This design comes from an exercise in tuning for small area, a short achievable clock period and few clock cycles per item on the open sky130 flow, not from production work. In this exercise RTL edits were held to simulation tests only and were not proved equivalent to the original.

job 102:
## civil_datetime_to_ajd_fraction
module civil_datetime_to_ajd_fraction (
    input  logic        clk,
    input  logic        rst_n,
    input  logic        in_valid,
    output logic        in_ready,
    input  logic        in_mode,
    input  logic [13:0] in_year,
    input  logic [3:0]  in_month,
    input  logic [4:0]  in_day,
    input  logic [4:0]  in_hour,
    input  logic [5:0]  in_minute,
    input  logic [5:0]  in_second,
    output logic        out_valid,
    input  logic        out_ready,
    output logic [22:0] out_julian_day,
    output logic [39:0] out_ajd_numerator,
    output logic [17:0] out_ajd_denominator
);
For scale: ~3000 cells after synthesis, roughly 240 flip-flops, ~0.027 sq mm of cells after synthesis.
make LEC_CHECK=0 ABC_AREA=1 CAP_MARGIN=10 CORE_MARGIN=2 CORE_UTILIZATION=55 SETUP_SLACK_MARGIN=5 SLEW_MARGIN=10 finish   # period 10.0 ns
run.sh (not shown) runs the stock make flow with config.mk's settings and CLKGATE_MAP_FILE= SYNTH_SCRIPT=/design/flow/synth_recipe.tcl, a recipe that flattens the netlist after the stock synthesis.
Testbench counts of job 102, summed over its fixed seeds: cycles 800, items 768.
> inputs changed (job 102 -> job 101)
# job 102
export LEC_CHECK = 0
export ABC_AREA = 1
export CAP_MARGIN = 10
export CORE_MARGIN = 2
export CORE_UTILIZATION = 55
export SETUP_SLACK_MARGIN = 5
export SLEW_MARGIN = 10
create_clock -name core_clock -period 10.0 [get_ports {clk}]
# job 101
export LEC_CHECK = 0
export ABC_AREA = 1
export CAP_MARGIN = 20
export CORE_MARGIN = 2
export CORE_UTILIZATION = 55
export SETUP_SLACK_MARGIN = 5
export SLEW_MARGIN = 20
create_clock -name core_clock -period 10.0 [get_ports {clk}]
==> run notes <==
- Taking job 102 as the reference, in job 101 gate count of the mapped netlist neither gained nor lost much; flip-flop and latch count neither gained nor lost much.
- As far as slew at the pin closest to its max-slew limit goes, job 101 and job 102 are indistinguishable; the numbers are identical.

* * *

civil_datetime_to_ajd_fraction, a different RTL version from the one above (not shown whole).
Size in the first run: about 240 flip-flops, about 130 I/O pins, ~27000 µm² of cells after synthesis.
Settings: LEC_CHECK=0, ABC_AREA=1, CAP_MARGIN=20, CORE_MARGIN=2, CORE_UTILIZATION=55, SETUP_SLACK_MARGIN=4.5, SLEW_MARGIN=20; clock period 10.0 ns.
Testbench counts at the start, summed over its fixed seeds: cycles 800, items 768.
==> next run, changes <==
--- a/flow/config.mk
+++ b/flow/config.mk
@@ -11,3 +11,2 @@
 export CORE_UTILIZATION = 55
-export SETUP_SLACK_MARGIN = 4.5
 export SLEW_MARGIN = 20
Routed wire length came out lower by 3.3%.
Setup slack got worse by 1500 ps.
Via count came out lower by 2.4%.
Sequential share of layout area came out higher by 1.3 points.
Core utilization came out lower by 3.5 points.
Die area stays the same.
Clock skew came out higher by 7.2 ps.
Global-route usage came out lower by 0.39 points.

* * *

## nickel
civil_datetime_to_ajd_fraction, a different RTL version from the one above (not shown whole).
For scale: about 3000 cells after synthesis, about 130 I/O pins.
==> flow/config.mk <==
export PLATFORM = sky130hd
export DESIGN_NAME = civil_datetime_to_ajd_fraction
export DESIGN_NICKNAME = civil_datetime_to_ajd_fraction
export VERILOG_FILES = /design/flow/design.v
export SDC_FILE = /design/flow/constraint.sdc
export NUM_CORES = 4
export LEC_CHECK = 0
export ABC_AREA = 1
export CAP_MARGIN = 20
export CORE_MARGIN = 2
export CORE_UTILIZATION = 55
export SETUP_SLACK_MARGIN = 5
export SLEW_MARGIN = 20
==> flow/constraint.sdc <==
create_clock -name core_clock -period 10.0 [get_ports {clk}]
set_input_delay 2.0000 -clock core_clock [delete_from_list [all_inputs] [get_ports {clk}]]
set_output_delay 2.0000 -clock core_clock [all_outputs]
set_load 0.01 [all_outputs]
Testbench counts of nickel, summed over its fixed seeds: cycles 800, items 768.
Relative to nickel, the following input files were edited for xenon:
- SETUP_SLACK_MARGIN: 5 -> 4
Results
In the reports for xenon and nickel, the smaller worst stage delay on the critical path belongs to nickel. On via total after detailed routing: xenon sits below nickel. Final instance area: xenon better than nickel. Compared with nickel, in xenon total detailed-routing wirelength decreased by about 8% relative to the old numbers, non-filler instance count after layout decreased by 194 relative to the old numbers, buffers inserted during post-CTS setup optimization decreased by 121 relative to the old numbers, register share of the cell area increased by 2.0 points relative to the old numbers. Global routing usage summed across all routing layers ends up lower on xenon. Data arrival time of the worst path: higher on xenon. xenon reports a higher clock latency reported for the late side of the worst-skew pair than nickel does.

* * *

Setup of v31:
civil_datetime_to_ajd_fraction, a different RTL version from the one above (not shown whole).
For scale: about 240 flip-flops, about 130 I/O pins, ~27,000 µm² of cells after synthesis.
==> flow/config.mk <==
export PLATFORM = sky130hd
export DESIGN_NAME = civil_datetime_to_ajd_fraction
export DESIGN_NICKNAME = civil_datetime_to_ajd_fraction
export VERILOG_FILES = /design/flow/design.v
export SDC_FILE = /design/flow/constraint.sdc
export NUM_CORES = 4
export LEC_CHECK = 0
export ABC_AREA = 1
export CAP_MARGIN = 20
export CORE_MARGIN = 2
export CORE_UTILIZATION = 65
export SETUP_SLACK_MARGIN = 5
export SLEW_MARGIN = 20
==> flow/constraint.sdc <==
create_clock -name core_clock -period 10.0 [get_ports {clk}]
set_input_delay 2.0000 -clock core_clock [delete_from_list [all_inputs] [get_ports {clk}]]
set_output_delay 2.0000 -clock core_clock [all_outputs]
set_load 0.01 [all_outputs]
v31 reached the end of the flow, and the finished layout is clean on the timing, design-rule and antenna checks.
Testbench counts of v31, summed over its fixed seeds: cycles 800, items 768.
The following lists how v30 was set up differently from v31:
# v31
export LEC_CHECK = 0
export ABC_AREA = 1
export CAP_MARGIN = 20
export CORE_MARGIN = 2
export CORE_UTILIZATION = 65
export SETUP_SLACK_MARGIN = 5
export SLEW_MARGIN = 20
create_clock -name core_clock -period 10.0 [get_ports {clk}]
# v30
export LEC_CHECK = 0
export ABC_AREA = 1
export CAP_MARGIN = 20
export CORE_MARGIN = 2
export CORE_UTILIZATION = 55
export SETUP_SLACK_MARGIN = 5
export SLEW_MARGIN = 20
create_clock -name core_clock -period 10.0 [get_ports {clk}]
Findings:
Relative to v31, the total area of multi-input combinational cells measured on v30 has decreased slightly.
Worst slack at placement on v30 is down relative to v31.
Total number of placement rows in v30 vs v31: up about 8%
From v31 to v30 the numbers moved as follows: actual slew at the worst max-slew pin moved down.
v30 vs. v31: post-route standard cell area excluding fillers went down by about 0.8%.
[compare] base=v31 new=v30: post-layout minimum cycle time moved down.

==> afterwards: timing with drivers on the ports <==
Ports are ideal in the flow. The routed layouts listed here were re-timed in OpenROAD.
Step 1 (the two cells are an assumption about what drives the block):
set clk [get_ports {clk}]
set_driving_cell -lib_cell sky130_fd_sc_hd__clkbuf_16 $clk
set_driving_cell -lib_cell sky130_fd_sc_hd__buf_2 [delete_from_list [all_inputs] $clk]
Step 2 adds t to the input delays and takes it off the output delays; t is the mean of the earliest and latest rising clock arrival at the registers after step 1. Input paths then give back, and output paths get back, about the clock's delay inside the block.
Slacks: ideal ports / drivers / drivers and shift; pairs: ideal ports / drivers.
run	t (ns)	setup WS [ns]	hold WS [ns]	latest minus earliest clock arrival (ns)	worst data-port slew with drivers (ns)
job 102	0.625	5.014 / 4.990 / 4.511	0.416 / 0.416 / 0.416	0.017 / 0.017	0.08
job 101	0.625	5.014 / 4.990 / 4.511	0.416 / 0.416 / 0.416	0.017 / 0.017	0.08
the first run of note 2	0.617	4.315 / 4.315 / 4.226	0.415 / 0.415 / 0.415	0.012 / 0.012	0.03
the second run of note 2	0.611	2.803 / 2.803 / 2.803	0.418 / 0.418 / 0.418	0.023 / 0.023	0.04
nickel	0.595	4.753 / 4.753 / 4.602	0.412 / 0.412 / 0.412	0.020 / 0.019	0.04
xenon	0.628	4.275 / 4.275 / 4.023	0.415 / 0.415 / 0.415	0.033 / 0.032	0.03
v31	0.605	4.649 / 4.649 / 4.446	0.415 / 0.415 / 0.415	0.035 / 0.036	0.04
v30	0.631	4.704 / 4.704 / 4.593	0.374 / 0.374 / 0.374	0.046 / 0.046	0.04
After both steps every run listed still meets setup and hold.
